This is an optimization exercise on Yosys and OpenROAD, whose aim is small area, not a production implementation. Function was checked by simulation only, so behaviour that the tests miss may differ from the original. Power is estimated from default activity; no workload was simulated.

--- flow/config.mk ---
export PLATFORM = sky130hd
export DESIGN_NAME = framebuffer_center_or_nn_scale_addr_top
export DESIGN_NICKNAME = framebuffer_center_or_nn_scale_addr_top
export VERILOG_FILES = /design/flow/design.v
export SDC_FILE = /design/flow/constraint.sdc
export NUM_CORES = 4
export LEC_CHECK = 0
export CAP_MARGIN = 20
export CORE_MARGIN = 2
export CORE_UTILIZATION = 60
export CTS_BUF_LIST = sky130_fd_sc_hd__clkbuf_8
export CTS_CLUSTER_DIAMETER = 80
export CTS_CLUSTER_SIZE = 16
export SLEW_MARGIN = 20
--- flow/constraint.sdc ---
create_clock -name core_clock -period 10.0 [get_ports {clk}]
set_input_delay 2.0000 -clock core_clock [delete_from_list [all_inputs] [get_ports {clk}]]
set_output_delay 2.0000 -clock core_clock [all_outputs]
set_load 0.01 [all_outputs]
--- flow/design.v ---
package fbnn_pkg;
    localparam int unsigned FracBits = 16;
    localparam int unsigned DimW   = 10;
    localparam int unsigned IdxW   = 20;
    localparam int unsigned AccW   = 27;
    localparam int unsigned StepW  = 26;
    localparam int unsigned CountW = 30;
    localparam int unsigned FsizeW = 19;
    localparam int unsigned OffW   = 9;
    localparam int unsigned ModeW  = 3;
    localparam logic [2:0] RegEnabled = 3'd0;
    localparam logic [2:0] RegMode    = 3'd1;
    localparam logic [2:0] RegPal     = 3'd2;
    localparam logic [2:0] RegWidth   = 3'd3;
    localparam logic [2:0] RegHeight  = 3'd4;
    localparam logic [ModeW-1:0] ModeNtsc = 3'd0;
    localparam logic [ModeW-1:0] ModePal  = 3'd2;
    typedef struct packed {
        logic              reject;
        logic              fits;
        logic [DimW-1:0]   w;
        logic [DimW-1:0]   h;
        logic [DimW-1:0]   rw;
        logic [DimW-1:0]   rl;
        logic [FsizeW-1:0] fsize;
        logic [OffW-1:0]   xo;
        logic [OffW-1:0]   yo;
    } fbnn_geom_t;
    typedef struct packed {
        logic wr;
        logic clr_count;
    } fbnn_cfg_evt_t;
    typedef struct packed {
        logic reject;
        logic buf_sel;
    } fbnn_item_t;
    typedef struct packed {
        logic             start;
        logic [StepW-1:0] dividend;
        logic [DimW-1:0]  divisor;
    } fbnn_div_req_t;
    typedef struct packed {
        logic             done;
        logic [StepW-1:0] quotient;
    } fbnn_div_rsp_t;
    typedef enum logic [2:0] {
        BK_IDLE,
        BK_DIV_COL,
        BK_DIV_ROW,
        BK_MUL,
        BK_SUM
    } fbnn_bk_state_t;
endpackage
module framebuffer_center_or_nn_scale_addr_top #(
    parameter int unsigned MAX_CANVAS_DIM = 1024
) (
    input  logic        clk,
    input  logic        rst_n,
    input  logic        psel,
    input  logic        penable,
    input  logic        pwrite,
    input  logic [4:0]  paddr,
    input  logic [31:0] pwdata,
    output logic [31:0] prdata,
    output logic        pready,
    input  logic        req_valid,
    output logic        req_ready,
    input  logic        buffer_select,
    output logic        rsp_valid,
    input  logic        rsp_ready,
    output logic        status,
    output logic [19:0] source_index,
    output logic [19:0] dest_index,
    output logic        frame_last,
    output logic [31:0] control_word
);
    function automatic logic [26:0] rca(input logic [25:0] a, input logic [25:0] b,
                                        input logic ci);
        logic c;
        c = ci;
        for (int i = 0; i < 26; i++)
        begin
            rca[i] = a[i] ^ b[i] ^ c;
            c = (a[i] & b[i]) | (c & (a[i] ^ b[i]));
        end
        rca[26] = c;
    endfunction
    logic        en_reg;
    logic [2:0]  mode_reg;
    logic        pal_reg;
    logic [9:0]  w;
    logic [9:0]  h;
    logic [2:0]  idx;
    logic        wr;
    logic [2:0]  mode_new;
    logic        pal_new;
    logic [2:0]  eff_old, eff_new;
    logic        clr_count;
    assign idx = paddr[4:2];
    assign wr  = psel && penable && pwrite;
    assign pready = 1'b1;
    assign mode_new = (wr && idx == 3'd1) ? pwdata[2:0] : mode_reg;
    assign pal_new  = (wr && idx == 3'd2) ? pwdata[0] : pal_reg;
    assign eff_old  = (mode_reg != 3'd0) ? mode_reg : {1'b0, pal_reg, 1'b0};
    assign eff_new  = (mode_new != 3'd0) ? mode_new : {1'b0, pal_new, 1'b0};
    assign clr_count = wr && ((idx == 3'd0 && pwdata[0] && !en_reg) ||
                              ((idx == 3'd1 || idx == 3'd2) && en_reg && eff_new != eff_old));
    always_ff @(posedge clk or negedge rst_n)
    begin
        if (!rst_n)
        begin
            en_reg   <= 1'b0;
            mode_reg <= 3'd0;
            pal_reg  <= 1'b0;
            w        <= 10'd320;
            h        <= 10'd240;
        end
        else if (wr)
        begin
            case (idx)
                3'd0: en_reg   <= pwdata[0];
                3'd1: mode_reg <= pwdata[2:0];
                3'd2: pal_reg  <= pwdata[0];
                3'd3: w        <= pwdata[9:0];
                3'd4: h        <= pwdata[9:0];
                default: ;
            endcase
        end
    end
    always_comb
    begin
        case (idx)
            3'd0:    prdata = {31'b0, en_reg};
            3'd1:    prdata = {29'b0, mode_reg};
            3'd2:    prdata = {31'b0, pal_reg};
            3'd3:    prdata = {22'b0, w};
            3'd4:    prdata = {22'b0, h};
            default: prdata = 32'b0;
        endcase
    end
    logic [9:0]  rw, rl;
    logic [18:0] fsize;
    always_comb
    begin
        case (eff_old)
            3'd0:    begin rw = 10'd320; rl = 10'd240; fsize = 19'd76800;  end
            3'd1:    begin rw = 10'd640; rl = 10'd480; fsize = 19'd307200; end
            3'd2:    begin rw = 10'd352; rl = 10'd288; fsize = 19'd101376; end
            3'd3:    begin rw = 10'd720; rl = 10'd480; fsize = 19'd345600; end
            3'd4:    begin rw = 10'd720; rl = 10'd576; fsize = 19'd414720; end
            3'd5:    begin rw = 10'd720; rl = 10'd480; fsize = 19'd345600; end
            3'd6:    begin rw = 10'd720; rl = 10'd576; fsize = 19'd414720; end
            default: begin rw = 10'd640; rl = 10'd480; fsize = 19'd307200; end
        endcase
    end
    logic [26:0] dxs, dys;
    logic [10:0] dxw, dyw;
    logic        fits, reject;
    logic [9:0]  ncol, nrow;
    logic [9:0]  dx_eff;
    logic [8:0]  xo_eff, yo_eff;
    assign dxs    = rca({16'b0, rw}, {16'b0, ~w}, 1'b1);
    assign dys    = rca({16'b0, rl}, {16'b0, ~h}, 1'b1);
    assign dxw    = {!dxs[10], dxs[9:0]};
    assign dyw    = {!dys[10], dys[9:0]};
    assign fits   = !dxw[10] && !dyw[10];
    assign reject = !en_reg || (w[9:1] == 9'd0) || (h[9:1] == 9'd0);
    assign ncol   = fits ? w : rw;
    assign nrow   = fits ? h : rl;
    assign dx_eff = fits ? dxw[9:0] : 10'd0;
    assign xo_eff = fits ? dxw[9:1] : 9'd0;
    assign yo_eff = fits ? dyw[9:1] : 9'd0;
    localparam logic [3:0] S_IDLE = 4'd0;    
    localparam logic [3:0] S_HOLD = 4'd1;    
    localparam logic [3:0] S_ADVL = 4'd2;    
    localparam logic [3:0] S_DC0  = 4'd3;    
    localparam logic [3:0] S_DC   = 4'd4;    
    localparam logic [3:0] S_DR0  = 4'd5;    
    localparam logic [3:0] S_DR   = 4'd6;    
    localparam logic [3:0] S_RI   = 4'd7;    
    localparam logic [3:0] S_RL   = 4'd8;    
    localparam logic [3:0] S_SK   = 4'd9;    
    localparam logic [3:0] S_ODD  = 4'd10;   
    localparam logic [3:0] S_FC   = 4'd11;   
    logic [3:0]  st;
    logic        in_frame;
    logic        vld;
    logic        lat;
    logic [9:0]  col, row;
    logic [4:0]  k;
    logic [17:0] cstep;
    logic [18:0] rstep;
    logic [15:0] cfrac;
    logic [9:0]  cint;
    logic [15:0] rfrac;
    logic [19:0] rbase;
    logic [19:0] dst;
    logic [29:0] fc;
    logic        fz;         
    logic        fc_cy;
    logic        r_loop;
    logic [19:0] r_sum;
    logic [26:0] r_full;
    assign r_loop = (st == S_ADVL) || (st == S_RL);
    assign r_full = rca({6'b0, rbase}, {16'b0, r_loop ? w : cint}, 1'b0);
    assign r_sum  = r_full[19:0];
    logic [9:0]  col_dec, row_dec;
    logic        col_end, row_end, row_zero, is_last;
    assign col_dec  = col - 10'd1;
    assign row_dec  = row - 10'd1;
    assign col_end  = (col == 10'd1);
    assign row_zero = (row[9:1] == 9'd0) && !row[0];
    assign row_end  = (row[9:1] == 9'd0) && row[0];
    assign is_last  = col_end && row_end;
    logic [25:0] cacc_sum;
    logic [16:0] racc_sum;
    logic [26:0] cacc_full, racc_full;
    assign cacc_full = rca({cint, cfrac}, {8'b0, cstep}, 1'b0);
    assign racc_full = rca({10'b0, rfrac}, {10'b0, rstep[15:0]}, 1'b0);
    assign cacc_sum  = cacc_full[25:0];
    assign racc_sum  = racc_full[16:0];
    logic        div_row;
    logic [9:0]  dvd;
    logic        dbit;
    logic [10:0] rem2;
    logic [11:0] diff;
    logic [26:0] diff_full;
    logic        ge;
    assign div_row = (st == S_DR);
    assign dvd     = div_row ? h : w;
    assign dbit    = (k == 5'd0) ? dvd[2] : (k == 5'd1) ? dvd[1] : (k == 5'd2) ? dvd[0] : 1'b0;
    assign rem2    = {col, dbit};
    assign diff_full = rca({15'b0, rem2}, {15'b0, 1'b1, ~(div_row ? rl : rw)}, 1'b1);
    assign diff    = {!diff_full[11], diff_full[10:0]};
    assign ge      = fits ? (k == 5'd2) : diff_full[11];
    logic        k_last;
    logic [2:0]  k_target;
    logic        k_hit;
    assign k_last   = (k == 5'd18);
    assign k_target = (st == S_RL) ? {1'b0, rstep[18:17]} : rstep[18:16];
    assign k_hit    = (k == {2'b0, k_target});
    logic        skip_done;
    assign skip_done = row_zero;
    logic [10:0] dst_b;
    logic        dst_cin;
    logic [19:0] dst_sum;
    always_comb
    begin
        dst_b   = 11'd0;
        dst_cin = 1'b1;
        if (st == S_SK)
        begin
            dst_b   = {rw, 1'b0};
            dst_cin = 1'b0;
        end
        else if (st == S_ODD)
        begin
            dst_b   = yo_eff[0] ? {1'b0, rw} : 11'd0;
            dst_cin = 1'b0;
        end
        else if (col_end)
        begin
            dst_b = {1'b0, dx_eff};
        end
    end
    logic [26:0] dst_full;
    assign dst_full = rca({6'b0, dst}, {15'b0, dst_b}, dst_cin);
    assign dst_sum  = dst_full[19:0];
    logic        take;
    assign take = vld && rsp_ready;
    assign req_ready = (st == S_IDLE);
    always_ff @(posedge clk or negedge rst_n)
    begin
        if (!rst_n)
        begin
            st       <= S_IDLE;
            in_frame <= 1'b0;
            vld      <= 1'b0;
        end
        else
        begin
            case (st)
                S_IDLE:
                begin
                    if (req_valid)
                    begin
                        if (reject)
                        begin
                            in_frame <= 1'b0;
                            vld      <= 1'b1;
                            st       <= S_HOLD;
                        end
                        else if (in_frame)
                        begin
                            vld <= 1'b1;
                            st  <= S_HOLD;
                            if (is_last)
                            begin
                                in_frame <= 1'b0;
                                vld      <= 1'b0;
                                st       <= S_FC;
                            end
                        end
                        else
                        begin
                            st <= S_DC0;
                        end
                    end
                end
                S_HOLD:
                begin
                    if (rsp_ready)
                    begin
                        vld <= 1'b0;
                        st  <= (in_frame && col_end) ? S_ADVL : S_IDLE;
                    end
                end
                S_ADVL: if (k_hit) st <= S_IDLE;
                S_DC0:  st <= S_DC;
                S_DC:   if (k_last) st <= S_DR0;
                S_DR0:  st <= S_DR;
                S_DR:   if (k_last) st <= S_RI;
                S_RI:   st <= S_RL;
                S_RL:   if (k_hit) st <= S_SK;
                S_SK:   if (skip_done) st <= S_ODD;
                S_ODD:
                begin
                    in_frame <= 1'b1;
                    vld      <= 1'b1;
                    st       <= S_HOLD;
                end
                S_FC:
                begin
                    if (k_fc)
                    begin
                        vld <= 1'b1;
                        st  <= S_HOLD;
                    end
                end
                default: st <= S_IDLE;
            endcase
            if (wr && (idx <= 3'd4))
            begin
                in_frame <= 1'b0;
            end
        end
    end
    logic k_fc;
    logic fc_b, fc_c;
    assign k_fc = (k == 5'd29);
    assign fc_b = fc[0] && !fz;
    assign fc_c = (k == 5'd0) || fc_cy;
    always_ff @(posedge clk or negedge rst_n)
    begin
        if (!rst_n)
            fz <= 1'b1;
        else if (clr_count)
            fz <= 1'b1;
        else if (st == S_FC && k_fc)
            fz <= 1'b0;
    end
    always_ff @(posedge clk)
    begin
        if (st == S_FC)
        begin
            fc    <= {fc_b ^ fc_c, fc[29:1]};
            fc_cy <= fc_b && fc_c;
        end
    end
    always_ff @(posedge clk)
    begin
        if (((st == S_DC) || (st == S_DR)) && !k_last)
            k <= k + 5'd1;
        else if (((st == S_ADVL) || (st == S_RL)) && !k_hit)
            k <= k + 5'd1;
        else if ((st == S_FC) && !k_fc)
            k <= k + 5'd1;
        else
            k <= 5'd0;
        case (st)
            S_IDLE:
            begin
                if (req_valid && reject)
                begin
                    rbase <= 20'd0;
                    cint  <= 10'd0;
                    dst   <= 20'd0;
                end
                if (req_valid && !reject && !in_frame)
                begin
                    lat <= buffer_select;
                end
            end
            S_HOLD:
            begin
                if (rsp_ready && in_frame)
                begin
                    dst <= dst_sum;
                    if (col_end)
                    begin
                        col   <= ncol;
                        row   <= row_dec;
                        cfrac <= cstep[16:1];
                        cint  <= {9'b0, cstep[17]};
                    end
                    else
                    begin
                        col             <= col_dec;
                        {cint, cfrac}   <= cacc_sum;
                    end
                end
            end
            S_ADVL:
            begin
                if (!k_hit)
                begin
                    rbase <= r_sum;
                end
                else
                begin
                    rfrac <= racc_sum[15:0];
                    if (racc_sum[16])
                        rbase <= r_sum;
                end
            end
            S_DC0:
            begin
                col   <= {3'b0, w[9:3]};
                row   <= {2'b0, yo_eff[8:1]};
                rbase <= 20'd0;
                dst   <= {1'b0, lat ? fsize : 19'd0} | {11'b0, xo_eff};
            end
            S_DC:
            begin
                col   <= ge ? diff[9:0] : rem2[9:0];
                cstep <= {cstep[16:0], ge};
            end
            S_DR0:
            begin
                col   <= {3'b0, h[9:3]};
                cfrac <= cstep[16:1];
                cint  <= {9'b0, cstep[17]};
            end
            S_DR:
            begin
                col   <= ge ? diff[9:0] : rem2[9:0];
                rstep <= {rstep[17:0], ge};
            end
            S_RI:
            begin
                rfrac <= rstep[16:1];
            end
            S_RL:
            begin
                if (!k_hit)
                    rbase <= r_sum;
            end
            S_SK:
            begin
                if (!skip_done)
                begin
                    dst <= dst_sum;
                    row <= row_dec;
                end
            end
            S_ODD:
            begin
                dst <= dst_sum;
                col <= ncol;
                row <= nrow;
            end
            default: ;
        endcase
    end
    assign rsp_valid    = vld;
    assign status       = reject;
    assign source_index = r_sum;
    assign dest_index   = dst;
    assign frame_last   = !reject && !in_frame;
    assign control_word = frame_last ? {fz ? 30'd0 : fc, 1'b0, lat} : 32'd0;
endmodule
--- flow/flow/run.sh ---
#!/bin/bash
# The standard layout (standard.sh), with two changes to how it is made:
#  - the port buffers use the smallest buffer cell, sky130_fd_sc_hd__buf_1;
#  - clock tree synthesis inserts no dummy loads.
# Everything else, including synthesis, is the standard flow unchanged.
set -o pipefail
export BUFFER_PORTS_ARGS="-buffer_cell sky130_fd_sc_hd__buf_1"
export CTS_ARGS="-sink_clustering_enable -repair_clock_nets -sink_clustering_size 16 -sink_clustering_max_diameter 80 -buf_list sky130_fd_sc_hd__clkbuf_8 -dont_use_dummy_load"
bash standard.sh > standard.log 2>&1
status=$?
tail -20 standard.log
exit $status
--- flow/standard.sh ---
#!/bin/bash
# synth_recipe.tcl (not shown) runs the flow's synth.tcl, then flattens the netlist and writes it again
# the make line also repeats each setting of config.mk as NAME=value (left out here)
make -C /OpenROAD-flow-scripts/flow DESIGN_CONFIG=/design/flow/config.mk WORK_HOME=/design/flow/orfs CLKGATE_MAP_FILE= SYNTH_SCRIPT=/design/flow/synth_recipe.tcl "${@:-finish}"
==> results_dict.tcl, run 1 <==
set metrics [dict create \
    drv_cap 0 \
    floorplan.rows 52 \
    antenna_found_initial 0 \
    largest_register_ff_count 30 \
    cts_buffers 17 \
    cpMaxStageDelayCell "dfrtp_1" \
    cp-end-kind "flip-flop" \
    required_ns 10.26 \
    grt_pass1_wl_mm 44.8 \
    ys_seq_area_frac 0.490 \
    finalWirelength_mm 28.1 \
    tns_ns 0 \
    antenna_left 0 \
    root_buffer "clkbuf_8" \
    dr_total_vias 8344 \
    gp_congestion 0.942 \
    routedWlPerCell_um 19.8 \
    setup_viol 0 \
    portBuffers 105 \
    seqPwrFrac 0.409 \
    vias_per_cell 5.88 \
    setup.worst_path.class "reg2reg" \
    regToRegSetupSlack_ns 0.69 \
    clk_pin_slew_ns 0.09 \
    async_reset_ff_frac 0.154 \
    yosys_warnings 1 \
    timing.final.crit_period_ns 9.31 \
    hpwl_mm 20.3 \
    regMostFlops "fc" \
    clock_sinks 208 \
    slew_headroom 0.282 \
    mostFrequentLayoutCell "edfxtp_1" \
    final.period_utilization 0.931 \
    netlist-cell-type-count 73 \
    layout.cells.most_common_list "edfxtp_1, buf_1, inv_1, nand2_1, fa_1" \
    synth_edf_count 171 \
    critical_path.max_fanout 9 \
    path_buf_inv 2 \
    worst-slew-pin-transition_ns 1.08 \
    power_switching_mw 1.58 \
    power.density_nw_per_um2 286 \
    drive_gt1_frac 0.0976 \
    fill_cells 1625 \
    drt_drc_violations_left 0 \
    syn_area_per_cell_sq_um 11.7 \
    timing_hold_violations_final 0 \
    cp-start-kind "flip-flop" \
    fmaxAchievable_ghz 0.107 \
    track_usage 0.262 \
    crit_family "adder cells" \
    postCtsSetupBuffers 0 \
    crit_top_cell "fa_1" \
    antenna_cells 0 \
    first_iter_violations 599 \
    start_util 0.610 \
    rsz0062_at_grt "false" \
    p_leak_nw 5.06 \
    core_area_sq_um 20200 \
    worstHoldPathType "reg2reg" \
    area_delta_synth_final_pct 7.24 \
    synth_seq_cells 208 \
    syn_area_sq_um 12300 \
    die_area_sq_um 21700 \
    fin_util 0.654 \
    maxSlewViolCount 0 \
    p_clk_frac 0.111 \
    synthFlopType "edfxtp_1" \
    cts_resized 0 \
    drt_pass1_iterations 5 \
    h-tree-depth 1 \
    die_w_um 147 \
    max_stage_delay_ns 0.53 \
    pre_cts_slack_ns 0.766 \
    die_y_um 147 \
    cts_hold_buffers 0 \
    p_total_mw 3.79 \
    final-instance-count-excl-fill 1418 \
    clock_skew_ns 0.0560 \
    synth_cells 1051 \
    swShare 0.417 \
    critPathArrivalTime_ns 9.57 \
    comb_power_share 0.480 \
    status "timing/DRC/antenna clean" \
    clkLatencyLatePin_ns 0.52 \
    ios 154 \
    place_inst 1401 \
    grt_pass1_vias 8217 \
    gr-total-overflow 0 \
    p_int_mw 2.21 \
    cts_tree "built" \
    grt_max_degree 33 \
    setup_ws_ns 0.686 \
    cts_buffer_depth 3 \
    largest_registers "fc: 30 flops, dst: 20 flops, rbase: 20 flops" \
    vdd_drop_max_mv 0.144 \
    final_nets 1306 \
]
[through the flow]
step	hold slack [ns]	instance area, sq um
floorplan	0.417	12400
detailed placement	0.423	13000
global route	0.389	13200
CTS	0.383	13200
finish	0.382	13200
global placement	0.420	13000
[routing by layer]
metal | up-vias | wire, um | share of wire | GRT usage
met2 | 315 | 12700 | 0.45 | 0.406
met5 | - | 0 | 0 | 0
met1 | 4096 | 12600 | 0.45 | 0.387
li1 | 3871 | - | - | -
met4 | 0 | 888 | 0.032 | 0.0750
met3 | 62 | 1910 | 0.068 | 0.0444
[layout make-up]
type	instances	area [sq um]	share of cell area
flip-flops and latches	208	6040	0.457
multi-input cells	711	5730	0.433
repair buffers	129	576	0.0435
well taps	270	338	0.0255
inverters	83	312	0.0235
clock buffers	17	234	0.0177
[path summary, 6_finish.rpt]
check | from | end | depth (start not counted)
worst min-delay path | fc[18]$_DFFE_PP_ | fc[17]$_DFFE_PP_ | 0
worst max-delay path | mode_reg[2]$_DFFE_PN0P_ | dst[18]$_DFFE_PP_ | 33
worst max register to register | mode_reg[2]$_DFFE_PN0P_ | dst[18]$_DFFE_PP_ | 33
worst min register to register | fc[18]$_DFFE_PP_ | fc[17]$_DFFE_PP_ | 0
max in group asynchronous | rst_n | st[0]$_DFFE_PN0P_ | 1
min in group asynchronous | rst_n | mode_reg[1]$_DFFE_PN0P_ | 1
[power groups by stage]
stage / combinational (mW) / sequential [mW] / clock [mW]
after floorplan: 1.28 / 1.53 / 0
after global placement: 1.77 / 1.56 / 0
after detailed placement: 1.81 / 1.57 / 0
after CTS: 1.82 / 1.55 / 0.439
after global routing: 2.04 / 1.59 / 0.462
final: 1.82 / 1.55 / 0.420
[cells in the mapped netlist, types with 5 or more instances]
cell,number,share of area
a21o_1,5,0.0030
a21oi_1,29,0.012
a22o_1,7,0.0050
a22oi_1,7,0.0043
a31oi_1,7,0.0035
and2_1,42,0.021
and3_1,15,0.0076
buf_2,6,0.0024
buf_4,25,0.015
clkbuf_1,35,0.011
dfrtp_1,25,0.051
dfstp_2,7,0.015
dfxtp_1,5,0.0081
edfxtp_1,171,0.42
fa_1,69,0.11
ha_1,42,0.043
inv_1,83,0.025
mux2_2,41,0.037
mux2i_1,18,0.015
nand2_1,79,0.024
nand2b_1,11,0.0056
nand3_1,26,0.011
nor2_1,69,0.021
nor2b_1,13,0.0066
nor3_1,18,0.0073
nor4_1,5,0.0025
o211ai_1,8,0.0049
o21ai_0,56,0.023
o22ai_1,13,0.0066
xnor2_1,23,0.016
xor2_1,8,0.0057
[cells by family after synthesis]
family                     count (synthesis)  share of synthesized area
xor gates and xnor gates                  31                     0.0220
DFF                                      208                      0.490
buffers and inverters                    154                     0.0557
muxes                                     61                     0.0551
AOI/OAI and AO/OA                        178                     0.0969
adders and majority gates                111                      0.155
other                                      2                   0.000609
and+or+nand+nor                          306                      0.125
==> run 2, diff against run 1 <==
--- a/flow/design.v
+++ b/flow/design.v
@@ -187,7 +187,6 @@
     logic        vld;
     logic        lat;
     logic [9:0]  col, row;
-    logic [4:0]  k;
     logic [17:0] cstep;
     logic [18:0] rstep;
     logic [15:0] cfrac;
@@ -199,10 +198,22 @@
     logic        fz;         
     logic        fc_cy;
     logic        r_loop;
+    logic        r_div;
+    logic [10:0] r_b;
     logic [19:0] r_sum;
     logic [26:0] r_full;
     assign r_loop = (st == S_ADVL) || (st == S_RL);
-    assign r_full = rca({6'b0, rbase}, {16'b0, r_loop ? w : cint}, 1'b0);
+    assign r_div  = (st == S_DC) || (st == S_DR);
+    always_comb
+    begin
+        if (r_loop)
+            r_b = {1'b0, w};
+        else if (r_div)
+            r_b = {1'b1, ~((st == S_DR) ? rl : rw)};
+        else
+            r_b = {1'b0, cint};
+    end
+    assign r_full = rca({6'b0, rbase}, {15'b0, r_b}, r_div);
     assign r_sum  = r_full[19:0];
     logic [9:0]  col_dec, row_dec;
     logic        col_end, row_end, row_zero, is_last;
@@ -222,23 +233,15 @@
     logic        div_row;
     logic [9:0]  dvd;
     logic        dbit;
-    logic [10:0] rem2;
-    logic [11:0] diff;
-    logic [26:0] diff_full;
+    logic [9:0]  rem_n;
     logic        ge;
     assign div_row = (st == S_DR);
     assign dvd     = div_row ? h : w;
-    assign dbit    = (k == 5'd0) ? dvd[2] : (k == 5'd1) ? dvd[1] : (k == 5'd2) ? dvd[0] : 1'b0;
-    assign rem2    = {col, dbit};
-    assign diff_full = rca({15'b0, rem2}, {15'b0, 1'b1, ~(div_row ? rl : rw)}, 1'b1);
-    assign diff    = {!diff_full[11], diff_full[10:0]};
-    assign ge      = fits ? (k == 5'd2) : diff_full[11];
-    logic        k_last;
-    logic [2:0]  k_target;
-    logic        k_hit;
-    assign k_last   = (k == 5'd18);
-    assign k_target = (st == S_RL) ? {1'b0, rstep[18:17]} : rstep[18:16];
-    assign k_hit    = (k == {2'b0, k_target});
+    assign dbit    = (col == 10'd18) ? dvd[1] : (col == 10'd17) ? dvd[0] : 1'b0;
+    assign ge      = fits ? (col == 10'd16) : r_sum[11];
+    assign rem_n   = r_sum[11] ? r_sum[9:0] : rbase[9:0];
+    logic        col_zero;
+    assign col_zero = (col == 10'd0);
     logic        skip_done;
     assign skip_done = row_zero;
     logic [10:0] dst_b;
@@ -315,13 +318,13 @@
                         st  <= (in_frame && col_end) ? S_ADVL : S_IDLE;
                     end
                 end
-                S_ADVL: if (k_hit) st <= S_IDLE;
+                S_ADVL: if (col_zero) st <= S_IDLE;
                 S_DC0:  st <= S_DC;
-                S_DC:   if (k_last) st <= S_DR0;
+                S_DC:   if (col_zero) st <= S_DR0;
                 S_DR0:  st <= S_DR;
-                S_DR:   if (k_last) st <= S_RI;
+                S_DR:   if (col_zero) st <= S_RI;
                 S_RI:   st <= S_RL;
-                S_RL:   if (k_hit) st <= S_SK;
+                S_RL:   if (col_zero) st <= S_SK;
                 S_SK:   if (skip_done) st <= S_ODD;
                 S_ODD:
                 begin
@@ -331,7 +334,7 @@
                 end
                 S_FC:
                 begin
-                    if (k_fc)
+                    if (col_zero)
                     begin
                         vld <= 1'b1;
                         st  <= S_HOLD;
@@ -345,18 +348,16 @@
             end
         end
     end
-    logic k_fc;
     logic fc_b, fc_c;
-    assign k_fc = (k == 5'd29);
     assign fc_b = fc[0] && !fz;
-    assign fc_c = (k == 5'd0) || fc_cy;
+    assign fc_c = (col == 10'd29) || fc_cy;
     always_ff @(posedge clk or negedge rst_n)
     begin
         if (!rst_n)
             fz <= 1'b1;
         else if (clr_count)
             fz <= 1'b1;
-        else if (st == S_FC && k_fc)
+        else if (st == S_FC && col_zero)
             fz <= 1'b0;
     end
     always_ff @(posedge clk)
@@ -369,14 +370,9 @@
     end
     always_ff @(posedge clk)
     begin
-        if (((st == S_DC) || (st == S_DR)) && !k_last)
-            k <= k + 5'd1;
-        else if (((st == S_ADVL) || (st == S_RL)) && !k_hit)
-            k <= k + 5'd1;
-        else if ((st == S_FC) && !k_fc)
-            k <= k + 5'd1;
-        else
-            k <= 5'd0;
+        if (((st == S_DC) || (st == S_DR) || (st == S_ADVL) || (st == S_RL) ||
+             (st == S_FC)) && !col_zero)
+            col <= col_dec;
         case (st)
             S_IDLE:
             begin
@@ -390,6 +386,10 @@
                 begin
                     lat <= buffer_select;
                 end
+                if (req_valid && !reject && in_frame && is_last)
+                begin
+                    col <= 10'd29;
+                end
             end
             S_HOLD:
             begin
@@ -398,7 +398,7 @@
                     dst <= dst_sum;
                     if (col_end)
                     begin
-                        col   <= ncol;
+                        col   <= {7'b0, rstep[18:16]};
                         row   <= row_dec;
                         cfrac <= cstep[16:1];
                         cint  <= {9'b0, cstep[17]};
@@ -412,47 +412,50 @@
             end
             S_ADVL:
             begin
-                if (!k_hit)
+                if (!col_zero)
                 begin
                     rbase <= r_sum;
                 end
                 else
                 begin
                     rfrac <= racc_sum[15:0];
+                    col   <= ncol;
                     if (racc_sum[16])
                         rbase <= r_sum;
                 end
             end
             S_DC0:
             begin
-                col   <= {3'b0, w[9:3]};
                 row   <= {2'b0, yo_eff[8:1]};
-                rbase <= 20'd0;
+                col   <= 10'd18;
+                rbase <= {12'b0, w[9:2]};
                 dst   <= {1'b0, lat ? fsize : 19'd0} | {11'b0, xo_eff};
             end
             S_DC:
             begin
-                col   <= ge ? diff[9:0] : rem2[9:0];
+                rbase <= {9'b0, rem_n, dbit};
                 cstep <= {cstep[16:0], ge};
             end
             S_DR0:
             begin
-                col   <= {3'b0, h[9:3]};
+                rbase <= {12'b0, h[9:2]};
+                col   <= 10'd18;
                 cfrac <= cstep[16:1];
                 cint  <= {9'b0, cstep[17]};
             end
             S_DR:
             begin
-                col   <= ge ? diff[9:0] : rem2[9:0];
+                rbase <= col_zero ? 20'd0 : {9'b0, rem_n, dbit};
                 rstep <= {rstep[17:0], ge};
             end
             S_RI:
             begin
                 rfrac <= rstep[16:1];
+                col   <= {8'b0, rstep[18:17]};
             end
             S_RL:
             begin
-                if (!k_hit)
+                if (!col_zero)
                     rbase <= r_sum;
             end
             S_SK:
==> run 2 against run 1 <==
Net effect: worst hold slack gained 0.068 ns; die area shrank 2.4%; non-clock buffer count up 15; sequential share of layout area decreased by 0.99 points; maximum frequency decreased by 3.2%; sequential power fell by 33%; utilization increased by 1.4 points; synthesized cell count is 0.95% higher; synthesized area decreased by 2.5%.
==> results_dict.tcl, run 2 <==
set metrics [dict create \
    tns_ns 0 \
    status "timing/DRC/antenna clean" \
    cts_buffers 16 \
    track_usage 0.280 \
    die_area_sq_um 21200 \
    power.density_nw_per_um2 143 \
    timing.final.crit_period_ns 9.62 \
    critical_path.max_fanout 14 \
    required_ns 8.00 \
    crit_top_cell "ha_1" \
    async_reset_ff_frac 0.158 \
    ios 154 \
    yosys_warnings 1 \
    die_y_um 146 \
    antenna_left 0 \
    gr-total-overflow 0 \
    netlist-cell-type-count 77 \
    synth.top_cell.area_share 0.402 \
    final_nets 1318 \
    area_delta_synth_final_pct 8.72 \
    floorplan.rows 51 \
    cts_buffer_depth 3 \
    setup.worst_path.class "reg2out" \
    setup_viol 0 \
    first_iter_violations 849 \
    maxSlewViolCount 0 \
    antenna_found_initial 0 \
    drt_pass1_iterations 7 \
    synth_edf_count 161 \
    hpwl_mm 21.2 \
    cp-end-kind "primary output" \
    cts_tree "built" \
    start_util 0.614 \
    cts_hold_buffers 0 \
    worstHoldPathType "reg2reg" \
    synthTopCellsByArea "edfxtp_1, fa_1, dfrtp_1, ha_1, nand2_1" \
    syn_area_per_cell_sq_um 11.3 \
    layout.cells.most_common_list "edfxtp_1, nand2_1, buf_1, nor2_1, inv_1" \
    synthFlopType "edfxtp_1" \
    portBuffers 105 \
    dr_total_vias 8610 \
    clk_pin_slew_ns 0.11 \
    yosysTopAreaCell "edfxtp_1" \
    vdd_drop_max_mv 0.105 \
    max_stage_delay_ns 0.46 \
    die_w_um 146 \
    p_leak_nw 4.94 \
    hold_ws_ns 0.450 \
    syn_area_sq_um 12000 \
    mostFrequentLayoutCell "edfxtp_1" \
    yosysMostFrequentCell "edfxtp_1" \
    synthTopCellsByCount "edfxtp_1, nand2_1, fa_1" \
    rsz0062_at_grt "false" \
    routedWlPerCell_um 20.4 \
    drv_cap 0 \
    regMostFlops "fc" \
    slew_headroom 0.279 \
    clkLatencyLatePin_ns 0.52 \
    gp_congestion 0.939 \
    grt_pass1_vias 8529 \
    core_area_sq_um 19600 \
    fmaxAchievable_ghz 0.104 \
    grt_pass1_wl_mm 47.0 \
    synth_cells 1061 \
    drt_drc_violations_left 0 \
    drive_gt1_frac 0.109 \
    finalWirelength_mm 29.3 \
    largest_registers "fc: 30 flops, dst: 20 flops, rbase: 20 flops" \
    grt_max_degree 33 \
    worst-slew-pin-transition_ns 1.08 \
    cpMaxStageDelayCell "dfrtp_2" \
    timing_hold_violations_final 0 \
    synth_seq_cells 203 \
    critPathArrivalTime_ns 7.62 \
    largest_register_ff_count 30 \
    vias_per_cell 6.00 \
    clock_skew_ns 0.0347 \
    ys_seq_area_frac 0.486 \
    h-tree-depth 1 \
    final.period_utilization 0.962 \
    clock_sinks 203 \
    cp-start-kind "flip-flop" \
    root_buffer "clkbuf_8" \
    antenna_cells 0 \
    crit_family "adder cells" \
    path_buf_inv 5 \
]
-- run 2: cell types whose count changed in the layout (fill, tap and decap cells not counted), sizes merged, moves of 12 or more --
cell	change
mux2	-13
inv	-23
buf	+14
a21oi	+12
nand2	+40
o21ai	+12
-- run 2: final timing paths --
| path | cells after the start | slack [ns] | start | end |
|---|---|---|---|---|
| hold / removal | 0 | 0.45 | fc[11]$_DFFE_PN_ | fc[10]$_DFFE_PN_ |
| hold reg to reg | 0 | 0.45 | fc[11]$_DFFE_PN_ | fc[10]$_DFFE_PN_ |
| min in group asynchronous | 1 | 1.58 | rst_n | pal_reg$_DFFE_PN0P_ |
| setup / recovery | 28 | 0.38 | st[3]$_DFFE_PN0P_ | source_index[19] |
| max in group asynchronous | 1 | 7.79 | rst_n | st[3]$_DFFE_PN0P_ |
| setup reg to reg | 41 | 0.49 | w[1]$_DFFE_PN0P_ | dst[19]$_DFFE_PP_ |
-- run 2: report_power, final --
group / total (mW) / leakage, nW / internal (mW) / switching, mW
Clock: 0.409 / 0.115 / 0.145 / 0.264
Sequential: 1.04 / 1.81 / 0.971 / 0.0652
Combinational: 0.432 / 3.01 / 0.171 / 0.261
Total: 1.88 / 4.94 / 1.29 / 0.590
-- run 2: layout make-up --
| cell class | instances | area, sq um |
|---|---|---|
| Fill cell | 1622 | 6510 |
| Sequential cell | 203 | 5850 |
| Multi-Input combinational cell | 746 | 5720 |
| Timing Repair Buffer | 144 | 743 |
| Tap cell | 265 | 332 |
| Inverter | 60 | 225 |
| Clock buffer | 16 | 220 |
-- run 2: kinds of logic (layout without fill, tap and decap cells) --
kind of cell | count (synthesis) | count (layout) | synth area share
multiplexers | 45 | 45 | 0.0404
AO/OA/AOI/OAI | 214 | 214 | 0.118
AND/OR/NAND/NOR | 335 | 335 | 0.137
adder cells (fa/ha/maj) | 102 | 102 | 0.147
other | 2 | 24 | 0.000624
flip-flops | 203 | 203 | 0.486
XOR/XNOR | 26 | 26 | 0.0189
buffers and inverters | 134 | 220 | 0.0523
-- run 2: repair_timing --
action / CTS / global route
gates cloned: 1 / 0
gates resized for setup: 9 / 10
pin swaps: 1 / 0
buffers inserted: 1 / 1
setup endpoints to repair: 4 / 5
-- run 2: stage by stage --
stage	util	power, mW	cells	setup slack, ns	area, sq um
detailed placement	0.650	1.47	1415	0.0782	12700
CTS	0.666	1.88	1433	0.0532	13000
global placement	0.650	1.47	1415	0.167	12700
floorplan	-	1.32	1083	0.275	12100
global route	0.668	1.97	1434	0.00601	13100
finish	0.668	1.88	1434	0.375	13100
-- run 2: metal layers --
| metal | wire, um | global-route usage | share of wire | vias to the layer above |
|---|---|---|---|---|
| li1 | - | - | - | 3967 |
| met1 | 13000 | 0.431 | 0.44 | 4187 |
| met2 | 13000 | 0.412 | 0.44 | 399 |
| met3 | 2620 | 0.0555 | 0.089 | 57 |
| met4 | 733 | 0.0686 | 0.025 | 0 |
| met5 | 0 | 0 | 0 | - |
==> run 3, diff against run 2 <==
==> flow/run.sh (new file) <==
#!/bin/bash
# synth_recipe.tcl (not shown) runs the flow's synth.tcl, then flattens the netlist and writes it again
# the make line also repeats each setting of config.mk as NAME=value (left out here)
make -C /OpenROAD-flow-scripts/flow DESIGN_CONFIG=/design/flow/config.mk WORK_HOME=/design/flow/orfs CLKGATE_MAP_FILE= SYNTH_SCRIPT=/design/flow/synth_recipe.tcl finish
removed: flow/flow/run.sh
removed: flow/standard.sh
==> run 3 against run 2 <==
Net effect: non-clock buffer count is 1 lower; worst hold slack got worse by 0.011 ns; register-to-register slack improved by 0.05 ns; global-route usage is 0.34 points higher; total power increased by 5.1%; design area rose by 5.2%; combinational power up about 10%; maximum frequency is 0.58% higher; routed wire length up 0.57%; synthesized cell count unchanged; via count up 1.3%; utilization grew 3.4 points; critical path type unchanged; largest cell class unchanged.
==> results_dict.tcl, run 3 <==
set metrics [dict create \
    rsz0062_at_grt "false" \
    dr_total_vias 8724 \
    start_util 0.614 \
    gp_congestion 0.983 \
    cts_buffer_depth 3 \
    crit_family "adder cells" \
    clk_pin_slew_ns 0.11 \
    die_y_um 146 \
    timing.final.crit_period_ns 9.57 \
    die_w_um 146 \
    yosys_warnings 1 \
    layout.cells.most_common_list "edfxtp_1, nand2_1, clkdlybuf4s50_1, inv_1, nor2_1" \
    final.period_utilization 0.957 \
    netlist-cell-type-count 77 \
    worstHoldPathType "reg2reg" \
    hpwl_mm 21.3 \
    p_leak_nw 5.24 \
    synthFlopType "edfxtp_1" \
    antenna_left 0 \
    seqPwrFrac 0.526 \
    setup_ws_ns 0.431 \
    synth_top_family_by_area "adder cells" \
    final_cell_area_sq_um 13800 \
    yosysMostFrequentCell "edfxtp_1" \
    largest_register_ff_count 30 \
    tns_ns 0 \
    synthTopCellsByArea "edfxtp_1, fa_1, dfrtp_1, ha_1, nand2_1" \
    status "timing/DRC/antenna clean" \
    max_stage_delay_ns 0.43 \
    track_usage 0.283 \
    path_buf_inv 4 \
    die_area_sq_um 21200 \
    synthXorXnorAreaFrac 0.0189 \
    synth-compound-area-share 0.118 \
    p_int_mw 1.37 \
    finalWirelength_mm 29.5 \
    critical_path.max_fanout 5 \
    portBuffers 105 \
    fill_cells 1524 \
    cp-start-kind "flip-flop" \
    synth_edf_count 161 \
    syn_area_sq_um 12000 \
    slew_headroom 0.294 \
    h-tree-depth 1 \
    clkLatencyLatePin_ns 0.54 \
    floorplan.rows 51 \
    synth_fa_ha_area_frac 0.147 \
    crit_top_cell "ha_1" \
    ios 154 \
    fmaxAchievable_ghz 0.105 \
    vdd_drop_max_mv 0.116 \
    place_area_sq_um 13400 \
    cts_tree "built" \
    fin_util 0.702 \
    cp-end-kind "primary output" \
    synth_cells 1061 \
    root_buffer "clkbuf_8" \
    synthSimpleGateAreaFrac 0.137 \
    vias_per_cell 6.04 \
    maxSlewViolCount 0 \
    cpMaxStageDelayCell "fa_1" \
    synth_seq_cells 203 \
    required_ns 8.00 \
    cts_buffers 16 \
    p_total_mw 1.97 \
    pre_cts_slack_ns 0.101 \
    comb_power_share 0.241 \
    setup.worst_path.class "reg2out" \
    synthTopCellsByCount "edfxtp_1, nand2_1, fa_1" \
    first_iter_violations 974 \
    critPathArrivalTime_ns 7.57 \
    synth.top_cell.area_share 0.402 \
    core_area_sq_um 19600 \
    regMostFlops "fc" \
    timing_hold_violations_final 0 \
    routedWlPerCell_um 20.4 \
    antenna_found_initial 0 \
    power.density_nw_per_um2 143 \
    area_delta_synth_final_pct 14.3 \
    grt_pass1_vias 8584 \
    drv_cap 0 \
    swShare 0.307 \
    grt_pass1_wl_mm 47.6 \
    antenna_cells 0 \
    setup_viol 0 \
    muxShareOfSynthArea 0.0404 \
    async_reset_ff_frac 0.158 \
    drt_pass1_iterations 5 \
    gr-total-overflow 0 \
    drive_gt1_frac 0.111 \
    drt_drc_violations_left 0 \
    largest_registers "fc: 30 flops, dst: 20 flops, rbase: 20 flops" \
    final_nets 1317 \
    worst-slew-pin-transition_ns 1.06 \
    clock_sinks 203 \
    syn_area_per_cell_sq_um 11.3 \
    p_clk_frac 0.233 \
    yosysTopAreaCell "edfxtp_1" \
    power_switching_uw 605 \
    ys_seq_area_frac 0.486 \
    clock_skew_ns 0.0292 \
    grt_max_degree 33 \
    mostFrequentLayoutCell "edfxtp_1" \
]
[run 3: changes by cell type in the layout (fill, tap and decap cells not counted), moves of 2 or more]
cell / before / now
inv_1: 60 / 69
buf_12: 2 / 0
buf_1: 103 / 0
dlymetal6s2s_1: 0 / 2
clkdlybuf4s50_1: 0 / 102
buf_4: 35 / 38
fa_1: 57 / 55
fa_2: 9 / 11
[run 3: logic make-up (layout without fill, tap and decap cells)]
family          after synthesis  count (layout)
xor+xnor                     26              26
other cells                   2              24
compound gates              214             214
buf+inv                     134             230
fa+ha+maj                   102             102
mux                          45              45
flops                       203             203
simple gates                335             335
[run 3: power groups by stage]
| stage | Clock, mW | Sequential [mW] | Combinational (mW) |
|---|---|---|---|
| 4_1_cts | 0.471 | 1.04 | 0.465 |
| 2_1_floorplan | 0 | 1.04 | 0.276 |
| 5_1_grt | 0.501 | 1.04 | 0.526 |
| 6_report | 0.461 | 1.04 | 0.475 |
| 3_3_place_gp | 0 | 1.05 | 0.455 |
| 3_5_place_dp | 0 | 1.05 | 0.464 |
[run 3: worst reg2reg max path, delay by kind of cell, from the launching register on]
| kind | cells | cell delay [ns] |
|---|---|---|
| adder cells (fa/ha/maj) | 28 | 7.70 |
| AND/OR/NAND/NOR | 3 | 0.42 |
| flip-flops | 1 | 0.37 |
| buffers and inverters | 9 | 0.66 |
| AO/OA/AOI/OAI | 1 | 0.08 |
[run 3: repair_timing]
item,in CTS,in global routing
gates cloned,0,0
hold buffers,0,0
buffers inserted,0,1
resized for setup,10,10
endpoints found under the setup margin,3,6
[run 3: path summary, 6_finish.rpt]
check	start	endpoint	slack, ns	cells after the start
min in group asynchronous	rst_n	h[3]$_DFFE_PN0P_	1.86	2
max in group asynchronous	rst_n	h[6]$_DFFE_PN1P_	7.77	2
setup reg to reg	w[1]$_DFFE_PN0P_	dst[18]$_DFFE_PP_	0.54	41
setup / recovery	st[2]$_DFFE_PN0P_	source_index[19]	0.43	28
hold reg to reg	fc[23]$_DFFE_PN_	fc[22]$_DFFE_PN_	0.44	0
hold / removal	fc[23]$_DFFE_PN_	fc[22]$_DFFE_PN_	0.44	0
[run 3: per-stage QoR]
step	hold slack (ns)	cells
after floorplan	0.417	1083
after global placement	0.425	1416
after detailed placement	0.429	1416
after CTS	0.452	1443
after global routing	0.461	1444
final	0.439	1444
[run 3: area by class of cell]
cell class | count | area (sq um) | share of cell area
Timing Repair Buffer | 143 | 1340 | 0.0971
Inverter | 60 | 225 | 0.0164
Clock buffer | 17 | 234 | 0.0170
Sequential cell | 203 | 5850 | 0.425
Tap cell | 265 | 332 | 0.0241
Clock inverter | 10 | 63.8 | 0.00464
Multi-Input combinational cell | 746 | 5720 | 0.416
[run 3: per-layer routing]
layer  vias to the layer above  global-route usage  share of wire
met2                       421               0.422           0.45
li1                       3987                   -              -
met5                         -                   0              0
met1                      4263               0.429           0.44
met4                         0              0.0735          0.022
met3                        53              0.0580          0.094

## re-timing with driven ports
No port has a modelled driver above. Below, the same layouts with a new extraction and two added sets of constraints. Step 1 assumes that a clkbuf_16 drives the clock port and a buf_2 every other input. Step 2 times the ports against the registers' clock, not the clock port: input delays grow and output delays shrink by t, the midpoint of the rising clock arrivals with the driver on. a / b / c = no drivers / after step 1 / after step 2; a / b = the first two.
run | shift t [ns] | setup slack, ns | latest minus earliest clock arrival (ns) | worst register clock-pin slew, ns | cell pins on the clock port's net
run 1 | 0.532 | 0.686 / 0.686 / 0.686 | 0.061 / 0.061 | 0.11 / 0.11 | 1
run 2 | 0.544 | 0.375 / 0.334 / 0.485 | 0.034 / 0.035 | 0.11 / 0.11 | 1
run 3 | 0.566 | 0.431 / 0.388 / 0.541 | 0.029 / 0.030 | 0.12 / 0.12 | 1
After both steps every run listed still meets setup and hold.
